What follows belongs to an exercise in optimizing a design on an open flow for small area; a production flow would make more cautious choices. Function was checked by simulation only, so behaviour that the tests miss may differ from the original.

Design arp_rx_cache, start of the top module:
module arp_rx_cache
#(
  parameter logic [47:0] local_mac   = 48'h00_0a_35_01_02_03,
  parameter logic [31:0] local_ip    = 32'h10_00_00_80,
  parameter int          CACHE_DEPTH = 8
) (
  input  logic        clk,
  input  logic        rst,
  input  logic        rx_fifo_tvalid,
  output logic        rx_fifo_tready,
  input  logic [7:0]  rx_fifo_tdata,
  input  logic        rx_fifo_tlast,
  input  logic        rx_fifo_tuser,
  output logic        dv_out,
  output logic [47:0] remote_mac,
  output logic [31:0] remote_ip,
  output logic        udp_tvalid,
  input  logic        udp_tready,
  output logic [7:0]  udp_tdata,
  output logic        udp_tlast,
  output logic        udp_tuser,
  input  logic        lookup_req,
  input  logic [31:0] lookup_ip,
  output logic        lookup_valid,
  output logic        lookup_hit,
  output logic [47:0] lookup_mac
);
For scale: about 2200 cells after synthesis, about 190 I/O pins.
Settings: LEC_CHECK=0, CAP_MARGIN=20, CORE_MARGIN=2, CORE_UTILIZATION=40, SLEW_MARGIN=20; clock period 8.0 ns.
run.sh (not shown) runs the stock make flow with config.mk's settings and CLKGATE_MAP_FILE= SYNTH_SCRIPT=/design/flow/synth_recipe.tcl, a recipe that flattens the netlist after the stock synthesis.
==> next run, changes <==
--- a/flow/design.v
+++ b/flow/design.v
@@ -15,49 +15,54 @@
   output logic        wr_hold,      
   input  logic        lookup_req,
   input  logic [31:0] lookup_ip,
   output logic        lookup_valid,
   output logic        lookup_hit,
   output logic [47:0] lookup_mac
 );
   logic [31:0] rip  [8];
   logic [47:0] rmac [8];
   logic [7:0]  rv_r;
   logic [2:0]  ph_r, ptr_r, mslot_r, tgt_s, mpos_s;
-  logic        match_r, pend_r, act_s, land_s, fwd_s, hit_s;
+  logic        match_r, pend_r, land_s, fwd_s, fwd_r;
+  logic [7:0]  hit_s, hv_r;
   logic [47:0] hmac_s;
   assign tgt_s   = match_r ? mslot_r : ptr_r;
-  assign act_s   = wr_en || pend_r;
-  assign land_s  = act_s && (ph_r == tgt_s);
-  assign wr_hold = act_s && !land_s;
+  assign land_s  = pend_r && (ph_r == tgt_s);
+  assign wr_hold = wr_en || (pend_r && !land_s);
   assign mpos_s  = ph_r - 3'd1 - tgt_s;
   assign fwd_s   = pend_r && (wr_ip == lookup_ip);
   always_comb begin
-    hit_s  = fwd_s;
-    hmac_s = fwd_s ? wr_mac : 48'h0;
     for (int p = 0; p < 8; p++) begin
-      if (rv_r[p] && (rip[p] == lookup_ip) && !(pend_r && (mpos_s == 3'(p)))) begin
-        hit_s  = 1'b1;
+      hit_s[p] = rv_r[p] && (rip[p] == lookup_ip) && !(pend_r && (mpos_s == 3'(p)));
+    end
+  end
+  always_comb begin
+    hmac_s = fwd_r ? wr_mac : 48'h0;
+    for (int p = 0; p < 8; p++) begin
+      if (hv_r[p]) begin
         hmac_s = hmac_s | rmac[p];
       end
     end
   end
+  assign lookup_hit = (|hv_r) || fwd_r;
+  assign lookup_mac = hmac_s;
   always_ff @(posedge clk) begin
     rip[0]  <= land_s ? wr_ip  : rip[7];
     rmac[0] <= land_s ? wr_mac : rmac[7];
     for (int p = 1; p < 8; p++) begin
       rip[p]  <= rip[p-1];
       rmac[p] <= rmac[p-1];
     end
-    lookup_hit <= hit_s;
-    lookup_mac <= hmac_s;
+    hv_r  <= {hit_s[6:0], hit_s[7] || (fwd_s && land_s)};
+    fwd_r <= fwd_s && !land_s;
     if (srch_clr) begin
       match_r <= 1'b0;
     end else if (srch && rv_r[7] && (rip[7] == wr_ip)) begin
       match_r <= 1'b1;
       mslot_r <= ph_r;
     end
   end
   always_ff @(posedge clk or posedge rst) begin
     if (rst) begin
       rv_r         <= 8'h0;
       ph_r         <= 3'd0;
@@ -96,23 +101,23 @@
   output logic [7:0]  udp_tdata,
   output logic        udp_tlast,
   output logic        udp_tuser,
   input  logic        lookup_req,
   input  logic [31:0] lookup_ip,
   output logic        lookup_valid,
   output logic        lookup_hit,
   output logic [47:0] lookup_mac
 );
   logic [1:0]  st_r;
   logic [5:0]  cnt_r;
-  logic [7:0]  sr [17];
+  logic [7:0]  sr [18];
   logic        ok_r, req_r, commit_r;
   logic        is_hdr, is_arp, is_rep, is_pass;
   logic        rx_acc_s, arp_type_s, byte_ok_s, accept_s, hold_s, sh_lo_s, sh_hi_s;
   logic [31:0] spa_s;
   logic [47:0] sha_s;
   assign is_hdr  = (st_r == arp_rx_cache_pkg::ST_HDR);
   assign is_arp  = (st_r == arp_rx_cache_pkg::ST_ARP);
   assign is_rep  = (st_r == arp_rx_cache_pkg::ST_REPLAY);
   assign is_pass = (st_r == arp_rx_cache_pkg::ST_PASS);
   assign rx_fifo_tready = !rst && (is_hdr || is_arp || (is_pass && udp_tready));
   assign rx_acc_s       = rx_fifo_tvalid && rx_fifo_tready;
@@ -130,38 +135,38 @@
       6'd19: byte_ok_s = (rx_fifo_tdata == 8'h04);
       6'd21: byte_ok_s = (rx_fifo_tdata == 8'h01) || (rx_fifo_tdata == 8'h02);
       6'd38: byte_ok_s = (rx_fifo_tdata == local_ip[31:24]);
       6'd39: byte_ok_s = (rx_fifo_tdata == local_ip[23:16]);
       6'd40: byte_ok_s = (rx_fifo_tdata == local_ip[15:8]);
       6'd41: byte_ok_s = (rx_fifo_tdata == local_ip[7:0]);
       default: byte_ok_s = 1'b1;
     endcase
   end
   assign accept_s = rx_acc_s && is_arp && rx_fifo_tlast && !rx_fifo_tuser &&
                     (cnt_r >= 6'd41) && ok_r && byte_ok_s;
-  assign spa_s      = {sr[10], sr[9], sr[8], sr[7]};
-  assign sha_s      = {sr[16], sr[15], sr[14], sr[13], sr[12], sr[11]};
+  assign spa_s      = {sr[11], sr[10], sr[9], sr[8]};
+  assign sha_s      = {sr[17], sr[16], sr[15], sr[14], sr[13], sr[12]};
   assign remote_ip  = spa_s;
   assign remote_mac = sha_s;
   assign sh_lo_s = is_rep ? udp_tready : rx_acc_s;
   assign sh_hi_s = is_rep ? udp_tready :
                    is_arp ? (rx_acc_s && (cnt_r >= 6'd22) && (cnt_r <= 6'd31)) :
                    (rx_acc_s && !hold_s);
   always_ff @(posedge clk) begin
     if (sh_lo_s) begin
       sr[0] <= rx_fifo_tdata;
-      for (int i = 1; i < 7; i++) sr[i] <= sr[i-1];
+      for (int i = 1; i < 8; i++) sr[i] <= sr[i-1];
     end
     if (sh_hi_s) begin
-      sr[7] <= is_arp ? rx_fifo_tdata : sr[6];
-      for (int i = 8; i < 17; i++) sr[i] <= sr[i-1];
+      sr[8] <= is_arp ? rx_fifo_tdata : sr[7];
+      for (int i = 9; i < 18; i++) sr[i] <= sr[i-1];
     end
     if (is_arp && rx_acc_s) begin
       ok_r <= ((cnt_r == 6'd14) || ok_r) && byte_ok_s;
       if (cnt_r == 6'd21) req_r <= (rx_fifo_tdata == 8'h01);
     end
   end
   always_ff @(posedge clk or posedge rst) begin
     if (rst) begin
       st_r     <= arp_rx_cache_pkg::ST_HDR;
       cnt_r    <= 6'd0;
       commit_r <= 1'b0;
Synthesized cell count goes down by 13%.
Count of clock-buffer cells in the layout goes down by 9.
Maximum frequency goes up by 2.4%.
Area after synthesis goes down by 4.6%.
Routed wire length goes down by 13%.
Worst setup slack improved by 0.11 ns.
Sequential cell count goes down by 32.

-- afterwards: timing with drivers on the ports --
The results above use ideal ports. As a check the final layouts listed here were re-extracted and re-timed, cells and wires unchanged.
Step 1, drivers: a clkbuf_16 drives clk and a buf_2 each remaining input, both assumed.
Step 2 moves the port delays by t, midway between the first and last clock arrival at a register: inputs arrive t later, outputs are due t later. That takes back most of the time a late clock gives input paths.
a / b / c = no drivers / after step 1 / after step 2; a / b = the first two.
run	shift t [ns]	setup WS [ns]	hold WS [ns]	worst register clock-pin slew, ns
the first run	0.692	3.167 / 3.145 / 2.562	0.318 / 0.318 / 0.318	0.07 / 0.07
the second run	0.676	3.279 / 3.256 / 3.256	0.337 / 0.337 / 0.337	0.07 / 0.07
After both steps every run listed still meets setup and hold. For the first run, which loses most, drivers alone change the setup slack by -0.022 ns; drivers and shift together by -0.605 ns.
